Context: an optimization exercise on an open-source flow, tuned for small area and a short achievable clock period. The choices shown serve that exercise and are no tape-out recipe.
In this exercise RTL edits were held to simulation tests only and were not proved equivalent to the original.

==> flow/design.v <==
`timescale 1ns/1ps
module adc_fa (
    input  logic a_i,
    input  logic b_i,
    input  logic c_i,
    output logic s_o,
    output logic c_o
);
    assign s_o = a_i ^ b_i ^ c_i;
    assign c_o = (a_i & b_i) | (c_i & (a_i ^ b_i));
endmodule
module adc_mul (
    input  logic        clk_i,
    input  logic        rst_i,
    input  logic [11:0] x_i,
    input  logic [9:0]  y_i,
    input  logic [9:0]  z_i,
    output logic [11:0] fp_o             
);
    localparam int KA = 2;
    localparam int KB = 5;
    localparam int KC = 12 - KA - KB;
    localparam int YK = 6;
    logic [11:0] x_q;
    logic [9:0]  y_q;
    logic [9:0]  z_q;
    logic [3:0]  vld_q;                  
    always_ff @(posedge clk_i) begin
        x_q <= x_i;
        y_q <= y_i;
        z_q <= z_i;
    end
    always_ff @(posedge clk_i or posedge rst_i) begin
        if (rst_i) begin
            vld_q <= '0;
        end else begin
            vld_q <= {vld_q[2:0], 1'b1};
        end
    end
    logic [12:0] nacc [0:9];             
    logic [21:0] nprod;                  
    assign nacc[0] = {1'b1, ~(x_q & {12{y_q[0]}})};
    for (genvar r = 1; r < 10; r++) begin : g_row
        logic [11:0] na;
        logic [11:0] nb;
        assign na = nacc[r-1][12:1];
        assign nb = ~(x_q & {12{y_q[r]}});
        for (genvar i = 0; i < 12; i++) begin : g_bit
            logic nc;                    
            if (i == 0) begin : g_half
                assign nacc[r][0] = ~(na[0] ^ nb[0]);
                assign nc         = na[0] | nb[0];
            end else if (r == 1 && i == 11) begin : g_top
                assign nacc[r][i] = ~(nb[i] ^ g_bit[i-1].nc);
                assign nc         = nb[i] | g_bit[i-1].nc;
            end else begin : g_full
                adc_fa i_fa (.a_i(na[i]), .b_i(nb[i]), .c_i(g_bit[i-1].nc), .s_o(nacc[r][i]), .c_o(nc));
            end
        end
        assign nacc[r][12] = g_bit[11].nc;
    end
    for (genvar r = 0; r < 10; r++) begin : g_prod
        assign nprod[r] = nacc[r][0];
    end
    assign nprod[21:10] = nacc[9][12:1];
    logic [9:0] zd;
    assign zd = {z_q[9:1], z_q[0] | (z_q == '0)};
    for (genvar i = 0; i < 10; i++) begin : g_ge
        logic c;                         
        if (i == 0) begin : g_first
            assign c = ~nprod[12] | ~z_q[0];
        end else begin : g_next
            assign c = (~nprod[12+i] & ~z_q[i]) | (g_ge[i-1].c & (~nprod[12+i] | ~z_q[i]));
        end
    end
    logic [9:0] z_n8, z_n4, z_n2, z_odd, zon;
    assign z_n8  = (z_q[7:0]  == '0) ? (z_q  >> 8) : z_q;
    assign z_n4  = (z_n8[3:0] == '0) ? (z_n8 >> 4) : z_n8;
    assign z_n2  = (z_n4[1:0] == '0) ? (z_n4 >> 2) : z_n4;
    assign z_odd = (z_n2[0]   == '0) ? (z_n2 >> 1) : z_n2;
    assign zon   = ~z_odd;
    logic [9:0] ymod_a [0:YK-1];         
    for (genvar k = 0; k < YK; k++) begin : g_ymod_a
        logic [k:0] t;
        logic [k:0] diff;
        if (k == 0) begin : g_first
            assign t = y_q[9];
        end else begin : g_next
            assign t = {ymod_a[k-1][k-1:0], y_q[9-k]};
        end
        for (genvar i = 0; i <= k; i++) begin : g_bit
            logic c;                     
            if (i == 0) begin : g_first
                assign diff[0] = ~(t[0] ^ zon[0]);
                assign c       = t[0] | zon[0];
            end else begin : g_next
                adc_fa i_fa (.a_i(t[i]), .b_i(zon[i]), .c_i(g_bit[i-1].c), .s_o(diff[i]), .c_o(c));
            end
        end
        assign ymod_a[k] = {{(9-k){1'b0}}, (g_bit[k].c && (z_odd[9:k+1] == '0)) ? diff : t};
    end
    logic [9:0]  nrem_a [0:KA];
    logic [11:0] nlq_a  [0:KA];          
    assign nrem_a[0] = nprod[21:12];
    assign nlq_a[0]  = nprod[11:0];
    for (genvar k = 0; k < KA; k++) begin : g_stp_a
        logic [10:0] nt;
        logic [9:0]  ndiff;
        logic        nq;
        assign nt = {nrem_a[k], nlq_a[k][11]};
        for (genvar i = 0; i < 10; i++) begin : g_bit
            logic nc;                    
            if (i == 0) begin : g_first
                assign ndiff[0] = nt[0] ^ zd[0];
                assign nc       = nt[0] & zd[0];
            end else begin : g_next
                adc_fa i_fa (.a_i(nt[i]), .b_i(zd[i]), .c_i(g_bit[i-1].nc), .s_o(ndiff[i]), .c_o(nc));
            end
        end
        assign nq          = g_bit[9].nc & nt[10];
        assign nrem_a[k+1] = nq ? nt[9:0] : ndiff;
        assign nlq_a[k+1]  = {nlq_a[k][10:0], nq};
    end
    logic       x_nz;
    assign x_nz = (x_q != '0);
    logic [9:0]  nrem_a_q;
    logic [11:0] nlq_a_q;
    logic [9:0]  zd_a_q;
    logic        sat_a_q;                
    logic [9:0]  ym_a_q;                 
    logic [9:0]  zon_a_q;                
    logic        xnz_a_q;                
    always_ff @(posedge clk_i) begin
        nrem_a_q <= nrem_a[KA];
        nlq_a_q  <= nlq_a[KA];
        zd_a_q   <= zd;
        sat_a_q <= g_ge[9].c && x_nz && (y_q != '0);
        ym_a_q  <= {ymod_a[YK-1][YK-1:0], y_q[9-YK:0]};
        zon_a_q <= zon;
        xnz_a_q <= x_nz;
    end
    logic [9:0] ymod_b [YK:8];
    for (genvar k = YK; k < 9; k++) begin : g_ymod_b
        logic [k:0] t;
        logic [k:0] diff;
        if (k == YK) begin : g_first
            assign t = ym_a_q[9:9-k];
        end else begin : g_next
            assign t = {ymod_b[k-1][k-1:0], ym_a_q[9-k]};
        end
        for (genvar i = 0; i <= k; i++) begin : g_bit
            logic c;
            if (i == 0) begin : g_first
                assign diff[0] = ~(t[0] ^ zon_a_q[0]);
                assign c       = t[0] | zon_a_q[0];
            end else begin : g_next
                adc_fa i_fa (.a_i(t[i]), .b_i(zon_a_q[i]), .c_i(g_bit[i-1].c), .s_o(diff[i]), .c_o(c));
            end
        end
        assign ymod_b[k] = {{(9-k){1'b0}}, (g_bit[k].c && (zon_a_q[9:k+1] == '1)) ? diff : t};
    end
    logic [9:0] y_last;
    logic       y_div;                   
    assign y_last = {ymod_b[8][8:0], ym_a_q[0]};
    assign y_div  = (y_last == '0) || (y_last == ~zon_a_q);
    logic [9:0]  nrem_b [0:KB];
    logic [11:0] nlq_b  [0:KB];
    assign nrem_b[0] = nrem_a_q;
    assign nlq_b[0]  = nlq_a_q;
    for (genvar k = 0; k < KB; k++) begin : g_stp_b
        logic [10:0] nt;
        logic [9:0]  ndiff;
        logic        nq;
        assign nt = {nrem_b[k], nlq_b[k][11]};
        for (genvar i = 0; i < 10; i++) begin : g_bit
            logic nc;
            if (i == 0) begin : g_first
                assign ndiff[0] = nt[0] ^ zd_a_q[0];
                assign nc       = nt[0] & zd_a_q[0];
            end else begin : g_next
                adc_fa i_fa (.a_i(nt[i]), .b_i(zd_a_q[i]), .c_i(g_bit[i-1].nc), .s_o(ndiff[i]), .c_o(nc));
            end
        end
        assign nq          = g_bit[9].nc & nt[10];
        assign nrem_b[k+1] = nq ? nt[9:0] : ndiff;
        assign nlq_b[k+1]  = {nlq_b[k][10:0], nq};
    end
    logic [9:0]  nrem_b_q;
    logic [11:0] nlq_b_q;
    logic [9:0]  zd_b_q;
    logic        sat_b_q;
    logic        d_b_q;                  
    always_ff @(posedge clk_i) begin
        nrem_b_q <= nrem_b[KB];
        nlq_b_q  <= nlq_b[KB];
        zd_b_q   <= zd_a_q;
        sat_b_q <= sat_a_q;
        d_b_q   <= !y_div && xnz_a_q;
    end
    logic [9:0]  nrem_c [0:KC-1];
    logic [11:0] nlq_c  [0:KC-1];
    assign nrem_c[0] = nrem_b_q;
    assign nlq_c[0]  = nlq_b_q;
    for (genvar k = 0; k < KC; k++) begin : g_stp_c
        logic [10:0] nt;
        logic [9:0]  ndiff;
        logic        nq;
        assign nt = {nrem_c[k], nlq_c[k][11]};
        for (genvar i = 0; i < 10; i++) begin : g_bit
            logic nc;
            if (i == 0) begin : g_first
                assign ndiff[0] = nt[0] ^ zd_b_q[0];
                assign nc       = nt[0] & zd_b_q[0];
            end else begin : g_next
                adc_fa i_fa (.a_i(nt[i]), .b_i(zd_b_q[i]), .c_i(g_bit[i-1].nc), .s_o(ndiff[i]), .c_o(nc));
            end
        end
        assign nq = g_bit[9].nc & nt[10];
        if (k < KC - 1) begin : g_next
            assign nrem_c[k+1] = nq ? nt[9:0] : ndiff;
            assign nlq_c[k+1]  = {nlq_c[k][10:0], nq};
        end
    end
    logic [11:0] quot_q;
    logic        sat_q;
    logic        dec_q;                  
    always_ff @(posedge clk_i) begin
        quot_q <= ~{nlq_c[KC-1][10:0], g_stp_c[KC-1].nq};
        sat_q  <= sat_b_q;
        dec_q  <= d_b_q && ((g_stp_c[KC-1].ndiff == '1) || (g_stp_c[KC-1].nt == '1));
    end
    logic [11:0] res;
    for (genvar i = 0; i < 12; i++) begin : g_dec
        if (i == 0) begin : g_first
            assign res[i] = vld_q[3] && (sat_q || (quot_q[i] ^ dec_q));
        end else begin : g_next
            assign res[i] = vld_q[3] && (sat_q || (quot_q[i] ^ (dec_q && (quot_q[i-1:0] == '0))));
        end
    end
    always_ff @(posedge clk_i or posedge rst_i) begin
        if (rst_i) begin
            fp_o <= '0;
        end else begin
            fp_o <= res;
        end
    end
endmodule
Settings: LEC_CHECK=0, CAP_MARGIN=20, CORE_MARGIN=2, CORE_UTILIZATION=70, CTS_BUF_LIST=sky130_fd_sc_hd__clkbuf_8, SLEW_MARGIN=20, SYNTH_HIERARCHICAL=1, SYNTH_MINIMUM_KEEP_SIZE=0; clock period 110.0 ns.
standard.sh (not shown) runs the stock make flow with config.mk's settings and CLKGATE_MAP_FILE= SYNTH_SCRIPT=/design/flow/synth_recipe.tcl, a recipe that flattens the netlist after the stock synthesis.
==> flow/flow/run.sh <==
#!/bin/bash
# The standard layout, with the smallest buffer on the ports instead of a delay
# buffer, and no dummy loads on the clock tree.
set -euo pipefail
export BUFFER_PORTS_ARGS="-buffer_cell sky130_fd_sc_hd__buf_1"
export CTS_ARGS="-sink_clustering_enable -repair_clock_nets -buf_list sky130_fd_sc_hd__clkbuf_8 -dont_use_dummy_load"
bash standard.sh > standard.log 2>&1
The first run went through all stages and came out clean.
Next try:
ABC_AREA = 1   (was default)
Sequential share of layout area went up by 0.14 points.
Routed wire length fell by about 1.8%.
Critical path depth stays the same.
Die area shrinks by about 0.5%.
Design area fell by 0.58%.
Worst setup slack is worse by 0.0065 ns.
Cell count goes up by about 18%.
Via count rises by 7.1%.
Next try:
==> flow/flow/run.sh (replaced) <==
#!/bin/bash
# The standard layout with three changes:
#  - the smallest buffer on the ports instead of a delay buffer;
#  - a clock tree under a strong root buffer, without dummy loads;
#  - half adder cells left out, so that synthesis maps half adders to gates
#    (the design's half adders mostly need inverted inputs or outputs).
set -euo pipefail
export BUFFER_PORTS_ARGS="-buffer_cell sky130_fd_sc_hd__buf_1"
export CTS_ARGS="-sink_clustering_enable -repair_clock_nets -root_buf sky130_fd_sc_hd__clkbuf_16 -buf_list sky130_fd_sc_hd__clkbuf_8 -dont_use_dummy_load"
# The platform's own don't-use list, plus the half adders
plat_du=$(sed -n '/^export DONT_USE_CELLS += \\/,/^#/p' "$FLOW_HOME/platforms/$FLOW_PLATFORM/config.mk" \
          | grep -v '^#' | grep -v 'export' | tr -d '\\' | tr -s ' \n' ' ')
du="$plat_du sky130_fd_sc_hd__ha_1 sky130_fd_sc_hd__ha_2 sky130_fd_sc_hd__ha_4"
echo "DONT_USE_CELLS=$du" > dont_use.log
bash standard.sh "DONT_USE_CELLS=$du" finish > standard.log 2>&1
Result:
- The new run ran to the end with no violations
- register-to-register slack gets better by 0.39 ns
- worst hold slack stays flat
- synthesized area is lower by 0.61%
Next try:
==> flow/flow/run.sh (replaced) <==
#!/bin/bash
# The standard layout, with the smallest buffer on the ports instead of a delay
# buffer, and a clock tree of small leaf buffers under a strong root, without
# dummy loads.
set -euo pipefail
export BUFFER_PORTS_ARGS="-buffer_cell sky130_fd_sc_hd__buf_1"
export CTS_ARGS="-sink_clustering_enable -repair_clock_nets -root_buf sky130_fd_sc_hd__clkbuf_16 -buf_list {sky130_fd_sc_hd__clkbuf_4 sky130_fd_sc_hd__clkbuf_8} -dont_use_dummy_load"
bash standard.sh > standard.log 2>&1
Result: Flip-flop and latch count stays the same; design area climbs by 0.92%; core utilization climbs by 0.42 points; via count drops by 1.1%; synthesized area climbs by 0.61%; routed wire length climbs by 1.5%.

[static timing again, ports no longer ideal]
Ports are ideal in the flow. The routed layouts listed here were re-timed in OpenROAD.
Step 1 (the two cells are an assumption about what drives the block):
set clk [get_ports {clk_i}]
set_driving_cell -lib_cell sky130_fd_sc_hd__clkbuf_16 $clk
set_driving_cell -lib_cell sky130_fd_sc_hd__buf_2 [delete_from_list [all_inputs] $clk]
Step 2 moves the port delays by t, midway between the first and last clock arrival at a register: inputs arrive t later, outputs are due t later. That takes back most of the time a late clock gives input paths.
a / b / c = no drivers / after step 1 / after step 2; a / b = the first two.
run | shift t [ns] | slack for setup (ns) | worst register clock-pin slew, ns | worst data-port slew with drivers (ns)
the first run | 0.488 | 87.037 / 86.994 / 87.482 | 0.11 / 0.11 | 0.03
the second run | 0.484 | 87.030 / 86.992 / 87.476 | 0.10 / 0.10 | 0.03
the third run | 0.411 | 87.120 / 87.076 / 87.487 | 0.09 / 0.09 | 0.03
the fourth run | 0.418 | 87.105 / 87.058 / 87.476 | 0.10 / 0.10 | 0.03
After both steps every run listed still meets setup and hold.
